This is an optimization exercise on Yosys and OpenROAD, whose aim is small area, a short achievable clock period and few clock cycles, not a production implementation.
No activity file was given, so power comes from the tool's default toggle rates.

==> inputs of 09-26 <==
==> flow/design.v (excerpt) <==
module yuv_to_rgb32_horizontal_scaler_top #(
  parameter int MAX_UPSCALE = yrs_pkg::MAX_UPSCALE_DEF
) (
  input  logic                            clk,
  input  logic                            rst_n,
  input  logic                            cfg_we,
  input  logic [yrs_pkg::CFG_IDX_W-1:0]   cfg_index,
  input  logic [yrs_pkg::CFG_W-1:0]       cfg_data,
  input  logic                            in_valid,
  output logic                            in_ready,
  input  logic [yrs_pkg::LUMA_W-1:0]      in_luma,
  input  logic [yrs_pkg::CHROMA_W-1:0]    in_chroma_u,
  input  logic [yrs_pkg::CHROMA_W-1:0]    in_chroma_v,
  input  logic                            in_row_start,
  output logic                            out_valid,
  input  logic                            out_ready,
  output logic [yrs_pkg::COLOR_W-1:0]     out_red,
  output logic [yrs_pkg::COLOR_W-1:0]     out_green,
  output logic [yrs_pkg::COLOR_W-1:0]     out_blue,
  output logic                            out_last_copy
);
==> module yrs_ctrl, before the edit <==
module yrs_ctrl (
  input  logic        clk,
  input  logic        rst_n,
  input  logic        cfg_we,
  input  logic [2:0]  cfg_index,
  input  logic [20:0] cfg_data,
  input  logic        in_valid,
  output logic        in_ready,
  input  logic        in_row_start,
  output logic        out_valid,
  input  logic        out_ready,
  output logic [7:0]  out_red,
  output logic [7:0]  out_green,
  output logic [7:0]  out_blue,
  output logic        out_last_copy,
  output logic        adv,
  output logic        tag_v,
  output logic [4:0]  tag_c,
  output logic [15:0] lg,
  output logic [15:0] ub,
  output logic [15:0] ug,
  output logic [15:0] vg,
  output logic [15:0] vr,
  input  logic [7:0]  red,
  input  logic [7:0]  green,
  input  logic [7:0]  blue,
  input  logic        dp_v,
  input  logic [4:0]  dp_c
);
  logic [4:0]  step_int;
  logic [15:0] step_frac;
  logic [15:0] pos;
  logic        o_valid, o_last;
  logic [4:0]  o_cnt;
  logic [7:0]  o_r, o_g, o_b;
  logic        k_full;
  logic [4:0]  k_cnt;
  logic [7:0]  k_r, k_g, k_b;
  logic        accept, o_free;
  logic [16:0] pos_sum;
  logic [4:0]  copies;
  logic [15:0] pos_nxt;
  assign adv      = !k_full;
  assign in_ready = adv;
  assign accept   = in_valid && adv;
  always_comb begin
    pos_sum = {1'b0, pos} + {1'b0, step_frac};
    if (in_row_start) begin
      copies  = step_int;
      pos_nxt = step_frac;
    end else begin
      copies  = step_int + 5'(pos_sum[16]);
      pos_nxt = pos_sum[15:0];
    end
  end
  assign tag_v = accept && (copies != 5'd0);
  assign tag_c = copies;
  always_ff @(posedge clk) begin
    if (!rst_n) begin
      step_int  <= 5'd1;
      step_frac <= 16'd0;
      lg        <= yrs_pkg::LUMA_GAIN_RST;
      ub        <= yrs_pkg::U_TO_BLUE_RST;
      ug        <= yrs_pkg::U_TO_GREEN_RST;
      vg        <= yrs_pkg::V_TO_GREEN_RST;
      vr        <= yrs_pkg::V_TO_RED_RST;
    end else if (cfg_we) begin
      case (cfg_index)
        yrs_pkg::REG_X_STEP: begin
          if (cfg_data[20]) begin
            step_int  <= 5'd16;
            step_frac <= 16'd0;
          end else begin
            step_int  <= {1'b0, cfg_data[19:16]};
            step_frac <= cfg_data[15:0];
          end
        end
        yrs_pkg::REG_LUMA_GAIN:  lg <= cfg_data[15:0];
        yrs_pkg::REG_U_TO_BLUE:  ub <= cfg_data[15:0];
        yrs_pkg::REG_U_TO_GREEN: ug <= cfg_data[15:0];
        yrs_pkg::REG_V_TO_GREEN: vg <= cfg_data[15:0];
        yrs_pkg::REG_V_TO_RED:   vr <= cfg_data[15:0];
        default: ;
      endcase
    end
  end
  always_ff @(posedge clk) begin
    if (!rst_n) pos <= 16'd0;
    else if (accept) pos <= pos_nxt;
  end
  assign o_free = !o_valid || (o_last && out_ready);
  always_ff @(posedge clk) begin
    if (!rst_n) begin
      o_valid <= 1'b0;
      o_last  <= 1'b0;
      o_cnt   <= 5'd0;
      k_full  <= 1'b0;
    end else begin
      if (o_free) begin
        if (k_full) begin
          o_valid <= 1'b1;
          o_cnt   <= k_cnt;
          o_last  <= (k_cnt == 5'd1);
        end else begin
          o_valid <= dp_v;
          o_cnt   <= dp_c;
          o_last  <= (dp_c == 5'd1);
        end
      end else if (out_ready) begin
        o_cnt  <= o_cnt - 5'd1;
        o_last <= (o_cnt == 5'd2);
      end
      if (k_full) k_full <= !o_free;
      else        k_full <= dp_v && !o_free;
    end
  end
  always_ff @(posedge clk) begin
    if (o_free) begin
      if (k_full) begin
        o_r <= k_r;
        o_g <= k_g;
        o_b <= k_b;
      end else begin
        o_r <= red;
        o_g <= green;
        o_b <= blue;
      end
    end
    if (adv) begin
      k_cnt <= dp_c;
      k_r   <= red;
      k_g   <= green;
      k_b   <= blue;
    end
  end
  assign out_valid     = o_valid;
  assign out_last_copy = o_last;
  assign out_red       = o_r;
  assign out_green     = o_g;
  assign out_blue      = o_b;
endmodule
Settings: LEC_CHECK=0, CAP_MARGIN=20, CORE_MARGIN=2, CORE_UTILIZATION=40, SLEW_MARGIN=20; clock period 6.0 ns.
run.sh (not shown) runs the stock make flow with config.mk's settings and CLKGATE_MAP_FILE= SYNTH_SCRIPT=/design/flow/synth_recipe.tcl, a recipe that flattens the netlist after the stock synthesis.
==> inputs of 06-01, as changes to 09-26 <==
--- a/flow/design.v
+++ b/flow/design.v
@@ -52,7 +52,8 @@
   input  logic        dp_v,
   input  logic [4:0]  dp_c
 );
-  logic [4:0]  step_int;
+  logic [4:0]  step_int, step_int_p1;
+  logic        step_int_nz;
   logic [15:0] step_frac;
   logic [15:0] pos;
   logic        o_valid, o_last;
@@ -74,16 +75,18 @@
       copies  = step_int;
       pos_nxt = step_frac;
     end else begin
-      copies  = step_int + 5'(pos_sum[16]);
+      copies  = pos_sum[16] ? step_int_p1 : step_int;
       pos_nxt = pos_sum[15:0];
     end
   end
-  assign tag_v = accept && (copies != 5'd0);
+  assign tag_v = accept && (step_int_nz || (pos_sum[16] && !in_row_start));
   assign tag_c = copies;
   always_ff @(posedge clk) begin
     if (!rst_n) begin
-      step_int  <= 5'd1;
-      step_frac <= 16'd0;
+      step_int    <= 5'd1;
+      step_int_p1 <= 5'd2;
+      step_int_nz <= 1'b1;
+      step_frac   <= 16'd0;
       lg        <= yrs_pkg::LUMA_GAIN_RST;
       ub        <= yrs_pkg::U_TO_BLUE_RST;
       ug        <= yrs_pkg::U_TO_GREEN_RST;
@@ -93,11 +96,15 @@
       case (cfg_index)
         yrs_pkg::REG_X_STEP: begin
           if (cfg_data[20]) begin
-            step_int  <= 5'd16;
-            step_frac <= 16'd0;
+            step_int    <= 5'd16;
+            step_int_p1 <= 5'd17;
+            step_int_nz <= 1'b1;
+            step_frac   <= 16'd0;
           end else begin
-            step_int  <= {1'b0, cfg_data[19:16]};
-            step_frac <= cfg_data[15:0];
+            step_int    <= {1'b0, cfg_data[19:16]};
+            step_int_p1 <= {1'b0, cfg_data[19:16]} + 5'd1;
+            step_int_nz <= (cfg_data[19:16] != 4'd0);
+            step_frac   <= cfg_data[15:0];
           end
         end
         yrs_pkg::REG_LUMA_GAIN:  lg <= cfg_data[15:0];
--- a/flow/config.mk
+++ b/flow/config.mk
@@ -5,7 +5,9 @@
 export SDC_FILE = /design/flow/constraint.sdc
 export NUM_CORES = 4
 export LEC_CHECK = 0
+export ABC_CLOCK_PERIOD_IN_PS = 2500
 export CAP_MARGIN = 20
 export CORE_MARGIN = 2
-export CORE_UTILIZATION = 40
+export CORE_UTILIZATION = 55
+export SETUP_SLACK_MARGIN = 3.3
 export SLEW_MARGIN = 20
==> qor summary <==
metric                                                                        06-01                   09-26
Status                                                     timing/DRC/antenna clean  timing/DRC/antenna clean
Count of state elements after synthesis                                         532                     526
Period minus WS final                                                       2.99 ns                 3.83 ns
Design area                                                             40200 sq um             37800 sq um
Largest net degree at the start of global routing                               174                     158
Routed wire length                                                          81.9 mm                 75.0 mm
Pwr Density                                                             447 nW/um^2             455 nW/um^2
Worst slack on hold paths                                                  0.418 ns                0.415 ns
Count of vias placed by the detailed router                                   23200                   21700
Final estimated routing congestion in global placement                        0.849                   0.818
Fraction of layout instances using a drive strength above 1                   17.6%                   6.05%
Worst R2R Start                                                   u_datapath.n45_s1           u_ctrl.pos[0]
Switching power share of the total                                            35.2%                   35.1%
Clock-cell share                                                              5.01%                   5.17%
WP depth                                                                         11                      14
Combinational Power                                                       0.00803 W               0.00728 W
Worst EP required                                                           6.37 ns                 6.51 ns
Flip-flop and latch area                                                14400 sq um             14200 sq um
Number of logic inverters in the finished layout                                361                     319
Die Wd                                                                       254 um                  296 um
Post-cts resize count                                                           185                       0
Total leakage power                                                         16.8 nW                 15.6 nW
Fraction of standard cell area that is sequential                             35.7%                   37.6%
Met1 Track Usage GR                                                           36.9%                   24.8%
Share of cell area taken by muxes after synthesis                             1.16%                   1.08%
Startpoint of the most critical hold path                    u_datapath.tag_c[3][1]  u_datapath.tag_c[1][0]
No functional check of the RTL was part of any run of this note.

==> separate check: timing with driven ports <==
How much do the figures lean on ideal ports? The routed layouts below were timed once more, with nothing changed but the port constraints. Step 1 (the two cells are an assumption about what drives the block):
set clk [get_ports {clk}]
set_driving_cell -lib_cell sky130_fd_sc_hd__clkbuf_16 $clk
set_driving_cell -lib_cell sky130_fd_sc_hd__buf_2 [delete_from_list [all_inputs] $clk]
Step 2 adds t to the input delays and takes it off the output delays; t is the mean of the earliest and latest rising clock arrival at the registers after step 1. Input paths then give back, and output paths get back, about the clock's delay inside the block. Slacks: ideal / step 1 / step 2; pairs: ideal / step 1.
run	t (ns)	setup slack, ns	clock arrival spread, ns	pins driven straight from the clock port
09-26	0.700	2.168 / 2.168 / 2.168	0.048 / 0.048	1
06-01	0.693	3.014 / 3.014 / 2.710	0.037 / 0.037	1
After both steps every run listed still meets setup and hold. The setup slack of 06-01, which loses most, moves by 0.000 ns with the drivers and by -0.304 ns with both steps.
